This is an optimization exercise on Yosys and OpenROAD, whose aim is small area and few clock cycles per item, not a production implementation. At most, simulation tests tie the RTL to the original design; equivalence was not proved.

Setup of the reference run:
==> flow/design.v (excerpt) <==
module bfp_decomp (
  input  logic        clk,
  input  logic        rst,
  input  logic [63:0] s_axis_tdata,
  input  logic [7:0]  s_axis_tkeep,
  input  logic        s_axis_tvalid,
  output logic        s_axis_tready,
  input  logic        s_axis_tlast,
  input  logic [31:0] s_axis_tuser,
  output logic [63:0] m_axis_tdata,
  output logic [7:0]  m_axis_tkeep,
  output logic        m_axis_tvalid,
  output logic        m_axis_tlast,
  output logic [31:0] m_axis_tuser,
  input  logic [3:0]  ctrl_ud_comp_meth,
  input  logic [3:0]  ctrl_ud_iq_width
);
export LEC_CHECK = 0
export ABC_AREA = 1
export CAP_MARGIN = 20
export CORE_MARGIN = 2
export CORE_UTILIZATION = 40
export SLEW_MARGIN = 20
create_clock -name core_clock -period 8.0 [get_ports {clk}]
standard.sh (not shown) runs the stock make flow with config.mk's settings and CLKGATE_MAP_FILE= SYNTH_SCRIPT=/design/flow/synth_recipe.tcl, a recipe that flattens the netlist after the stock synthesis.
==> flow/flow/run.sh <==
#!/bin/bash
# The standard layout (standard.sh), with two changes to how it is made:
#  - Yosys's ABC maps the logic with an area-oriented script (flow/abc_area.script,
#    used in place of ORFS's abc_area.script; ABC_AREA is 1). Registers are
#    mapped before ABC runs, so they are the standard synthesis's.
#  - the port buffers are sky130_fd_sc_hd__buf_1 cells.
# Each tool's output is in orfs/logs; standard.sh's own output in standard_flow.log.
set -euo pipefail
here=$(pwd)
rm -rf "$here/orfs_scripts"
cp -r "$FLOW_HOME/scripts" "$here/orfs_scripts"
cp "$here/flow/abc_area.script" "$here/orfs_scripts/abc_area.script"
export SCRIPTS_DIR="$here/orfs_scripts"
export BUFFER_PORTS_ARGS="-buffer_cell sky130_fd_sc_hd__buf_1"
bash standard.sh > standard_flow.log 2>&1
==> flow/flow/abc_area.script <==
strash
&get -n
&deepsyn -T 20
&put
dch
amap
topo
stime -c
The reference run finished end to end and its layout was clean on timing, DRC and antenna.
> inputs changed (the reference run -> the trial run)
--- a/flow/design.v
+++ b/flow/design.v
@@ -43,23 +43,23 @@
   logic [3:0]  e_x;
   logic [1:0]  csel;
   logic [3:0]  rr [4];
   logic [3:0]  r_nxt, e_nxt;
   logic        bfp, ext, xo, eop;
   logic [3:0]  iqw, e;
   logic [4:0]  w;
   logic [6:0]  sh;
   logic [63:0] v;
   logic [63:3] v_q;           
   logic [3:0]  e_q2;
-  logic [4:0]  w2;
+  logic [4:0]  ew_q2;
   logic [15:0] lo_keep, hi_fill;
   logic [3:0][15:0] smp;
   logic        unused_ok;
   assign unused_ok    = &{1'b0, s_axis_tkeep};
   assign m_axis_tkeep = 8'hFF;
   assign din = bfp_pkg::byte_reverse(s_axis_tdata);
   assign cat = {beat_q, din};
   assign f_bfp = (ctrl_ud_comp_meth == bfp_pkg::COMP_METH_BFP) && (ctrl_ud_iq_width != 4'd0);
   assign f_w15 = (ctrl_ud_iq_width == 4'd15);
   assign f_e   = f_bfp ? din[59:56] : 4'd0;
   assign f_ext = !f_bfp || !f_w15;
@@ -115,27 +115,26 @@
   assign e   = in_pkt_q ? (bfp_q ? exp_q : 4'd0) : f_e;
   assign sh  = in_pkt_q ? sh_q : f_sh;
   assign ext = acc && !in_pkt_q ? f_ext : m_ext && in_pkt_q;
   assign xo  = in_pkt_q ? m_xo : (acc && f_xo);
   assign eop = in_pkt_q ? m_eop : (acc && f_eop);
   always_comb begin
     logic [139:0] s;
     s = {16'd0, cat};
     for (int k = 6; k >= 0; k--) if (sh[k]) s = s << (1 << k);
     v = s[139:76];
   end
-  assign w2 = bfp_q ? {1'b0, iqw_q} : 5'd16;
   always_comb begin
     for (int j = 0; j < 16; j++) begin
       lo_keep[j] = (5'(j) >= {1'b0, e_q2});
-      hi_fill[j] = (6'(j) >= {2'b0, e_q2} + {1'b0, w2});
+      hi_fill[j] = (5'(j) >= ew_q2);
     end
   end
   always_comb begin
     for (int i = 0; i < 4; i++) begin
       logic [63:0] s;
       logic [15:0] f;
       logic        t;
       s = {v_q, 3'b000};
       for (int k = 3; k >= 0; k--) if (iqw_q[k]) s = s << (i << k);
       f  = (bfp_q || i == 0) ? s[63:48] : beat_q[63-16*i -: 16];
       t = 1'b0;
@@ -184,13 +183,14 @@
   always_ff @(posedge clk) begin
     if (!in_pkt_q) begin
       bfp_q        <= f_bfp;
       iqw_q        <= ctrl_ud_iq_width;
       m_axis_tuser <= s_axis_tuser;
     end
     exp_q <= e_nxt;
     sh_q  <= {1'b0, ~r_nxt, 2'b00} + {2'b0, w} + {3'b0, e_nxt};
     if (acc) beat_q <= din[59:0];
     v_q   <= v[63:3];
     e_q2  <= e;
+    ew_q2 <= {1'b0, e} + w;
   end
 endmodule
Summary of the trial run over the reference run: routed wire length down about 2.5%, number of clock buffers in the layout up 2, least setup slack across all paths after layout up 43 ps. In the trial run, the average via count per standard cell came out 1.5% below the value in the reference run. | gate count after technology mapping | the trial run vs the reference run | about 1.7% higher |.
Testbench counts of the trial run, summed over its fixed seeds: cycles 10,627, items 10,579.
Function not checked in the reference run: the RTL went through the layout flow alone.

Another version of the RTL of bfp_decomp (not shown whole).
Size in the first run: roughly 1800 cells after synthesis, roughly 190 flip-flops, roughly 220 I/O pins.
==> flow/config.mk <==
export PLATFORM = sky130hd
export DESIGN_NAME = bfp_decomp
export DESIGN_NICKNAME = bfp_decomp
export VERILOG_FILES = /design/flow/design.v
export SDC_FILE = /design/flow/constraint.sdc
export NUM_CORES = 4
export LEC_CHECK = 0
export ABC_AREA = 1
export CAP_MARGIN = 20
export CORE_MARGIN = 2
export CORE_UTILIZATION = 40
export SLEW_MARGIN = 20
==> flow/constraint.sdc <==
create_clock -name core_clock -period 8.0 [get_ports {clk}]
set_input_delay 1.6000 -clock core_clock [delete_from_list [all_inputs] [get_ports {clk}]]
set_output_delay 1.6000 -clock core_clock [all_outputs]
set_load 0.01 [all_outputs]
==> flow/flow/abc_area.script <==
strash
dch
amap
topo
stime -c
Scripts as last shown in full above: flow/flow/run.sh
Edit:
--- a/flow/design.v
+++ b/flow/design.v
@@ -40,26 +40,23 @@
   logic [4:0]  wq5;
   logic [4:0]  xa;
   logic [3:0]  e_x;
   logic [1:0]  csel;
   logic [3:0]  rr [4];
   logic [3:0]  r_nxt, e_nxt;
   logic        bfp, ext, xo, eop;
   logic [3:0]  iqw, e;
   logic [4:0]  w;
   logic [6:0]  sh;
   logic [63:0] v;
-  logic [63:3] v_q;           
-  logic [3:0]  e_q2;
-  logic [4:0]  w2;
-  logic [15:0] lo_keep, hi_fill;
+  logic [15:0] lo_keep, hi_fill, sg_sel;
   logic [3:0][15:0] smp;
   logic        unused_ok;
   assign unused_ok    = &{1'b0, s_axis_tkeep};
   assign m_axis_tkeep = 8'hFF;
   assign din = bfp_pkg::byte_reverse(s_axis_tdata);
   assign cat = {beat_q, din};
   assign f_bfp = (ctrl_ud_comp_meth == bfp_pkg::COMP_METH_BFP) && (ctrl_ud_iq_width != 4'd0);
   assign f_w15 = (ctrl_ud_iq_width == 4'd15);
   assign f_e   = f_bfp ? din[59:56] : 4'd0;
   assign f_ext = !f_bfp || !f_w15;
   assign f_xo  = f_bfp && f_w15;
@@ -113,42 +110,40 @@
   assign e   = in_pkt_q ? (bfp_q ? exp_q : 4'd0) : f_e;
   assign sh  = in_pkt_q ? sh_q : f_sh;
   assign ext = acc && !in_pkt_q ? f_ext : m_ext && in_pkt_q;
   assign xo  = in_pkt_q ? m_xo : (acc && f_xo);
   assign eop = in_pkt_q ? m_eop : (acc && f_eop);
   always_comb begin
     logic [139:0] s;
     s = {16'd0, cat};
     for (int k = 6; k >= 0; k--) if (sh[k]) s = s << (1 << k);
     v = s[139:76];
   end
-  assign w2 = bfp_q ? {1'b0, iqw_q} : 5'd16;
   always_comb begin
     for (int j = 0; j < 16; j++) begin
-      lo_keep[j] = (5'(j) >= {1'b0, e_q2});
-      hi_fill[j] = (6'(j) >= {2'b0, e_q2} + {1'b0, w2});
+      lo_keep[j] = (5'(j) >= {1'b0, e});
+      hi_fill[j] = (6'(j) >= {2'b0, e} + {1'b0, w});
+      sg_sel[j]  = (6'(j) + 6'd1 == {2'b0, e} + {1'b0, w});
     end
   end
   always_comb begin
     for (int i = 0; i < 4; i++) begin
       logic [63:0] s;
       logic [15:0] f;
-      logic        t;
-      s = {v_q, 3'b000};
-      for (int k = 3; k >= 0; k--) if (iqw_q[k]) s = s << (i << k);
-      f  = (bfp_q || i == 0) ? s[63:48] : beat_q[63-16*i -: 16];
-      t = 1'b0;
-      for (int j = 0; j < 16; j++) begin
-        t = hi_fill[j] ? t : f[j];
-        smp[i][j] = lo_keep[j] & t;
-      end
+      logic        sg;
+      s = v;
+      for (int k = 3; k >= 0; k--) if (iqw[k]) s = s << (i << k);
+      f  = (bfp || i == 0) ? s[63:48] : din[63-16*i -: 16];
+      sg = |(f & sg_sel);
+      for (int j = 0; j < 16; j++)
+        smp[i][j] = lo_keep[j] & (hi_fill[j] ? sg : f[j]);
     end
   end
   always_ff @(posedge clk or posedge rst) begin
     if (rst) begin
       in_pkt_q      <= 1'b0;
       last_in_q     <= 1'b0;
       expd_q        <= 1'b0;
       k_q           <= '0;
       r_q           <= '0;
       m_axis_tvalid <= 1'b0;
       m_axis_tlast  <= 1'b0;
@@ -170,25 +165,23 @@
         if (m_ext && bfp_q) k_q <= k5 ? 3'd0 : k_q + 3'd1;
       end
       if (eop) begin
         in_pkt_q  <= 1'b0;
         last_in_q <= 1'b0;
         expd_q    <= 1'b0;
         k_q       <= '0;
         r_q       <= '0;
       end
     end
   end
-  assign m_axis_tdata = bfp_pkg::byte_reverse({smp[0], smp[1], smp[2], smp[3]});
   always_ff @(posedge clk) begin
     if (!in_pkt_q) begin
       bfp_q        <= f_bfp;
       iqw_q        <= ctrl_ud_iq_width;
       m_axis_tuser <= s_axis_tuser;
     end
     exp_q <= e_nxt;
     sh_q  <= {1'b0, ~r_nxt, 2'b00} + {2'b0, w} + {3'b0, e_nxt};
     if (acc) beat_q <= din[59:0];
-    v_q   <= v[63:3];
-    e_q2  <= e;
+    m_axis_tdata <= bfp_pkg::byte_reverse({smp[0], smp[1], smp[2], smp[3]});
   end
 endmodule
Effect: The changed run finished with timing, DRC and antenna clean; maximum frequency falls by 2.5%; core utilization increases by 6.1 points; clock skew stays flat; via count came out higher by 10%; setup slack gets worse by 0.20 ns.
Function was not checked in any run of this note: the RTL went through the layout flow alone.

[static timing again, ports no longer ideal]
How much do the figures lean on ideal ports? The routed layouts below were timed once more, with nothing changed but the port constraints.
Step 1 assumes that a clkbuf_16 drives the clock port and a buf_2 every other input.
Step 2, shift: input delay + t, output delay - t, t = (earliest + latest rising clock arrival at the registers) / 2. This alone moves slack from input paths to output paths.
Slacks: ideal / step 1 / step 2; pairs: ideal / step 1.
| run | t, ns | setup WS [ns] | slew at the worst register clock pin (ns) | worst data-port slew with drivers (ns) |
|---|---|---|---|---|
| the reference run | 0.522 | 0.231 / 0.174 / 0.221 | 0.08 / 0.08 | 0.08 |
| the trial run | 0.512 | 0.274 / 0.219 / 0.731 | 0.08 / 0.08 | 0.06 |
| the first run of note 2 | 0.523 | 0.389 / 0.333 / 0.856 | 0.09 / 0.09 | 0.11 |
| the second run of note 2 | 0.561 | 0.192 / 0.216 / -0.345 | 0.08 / 0.08 | 0.08 |
With both steps, setup timing fails in the second run of note 2, where it was met with ideal ports. For the second run of note 2, which loses most, drivers alone change the setup slack by +0.024 ns; drivers and shift together by -0.537 ns.
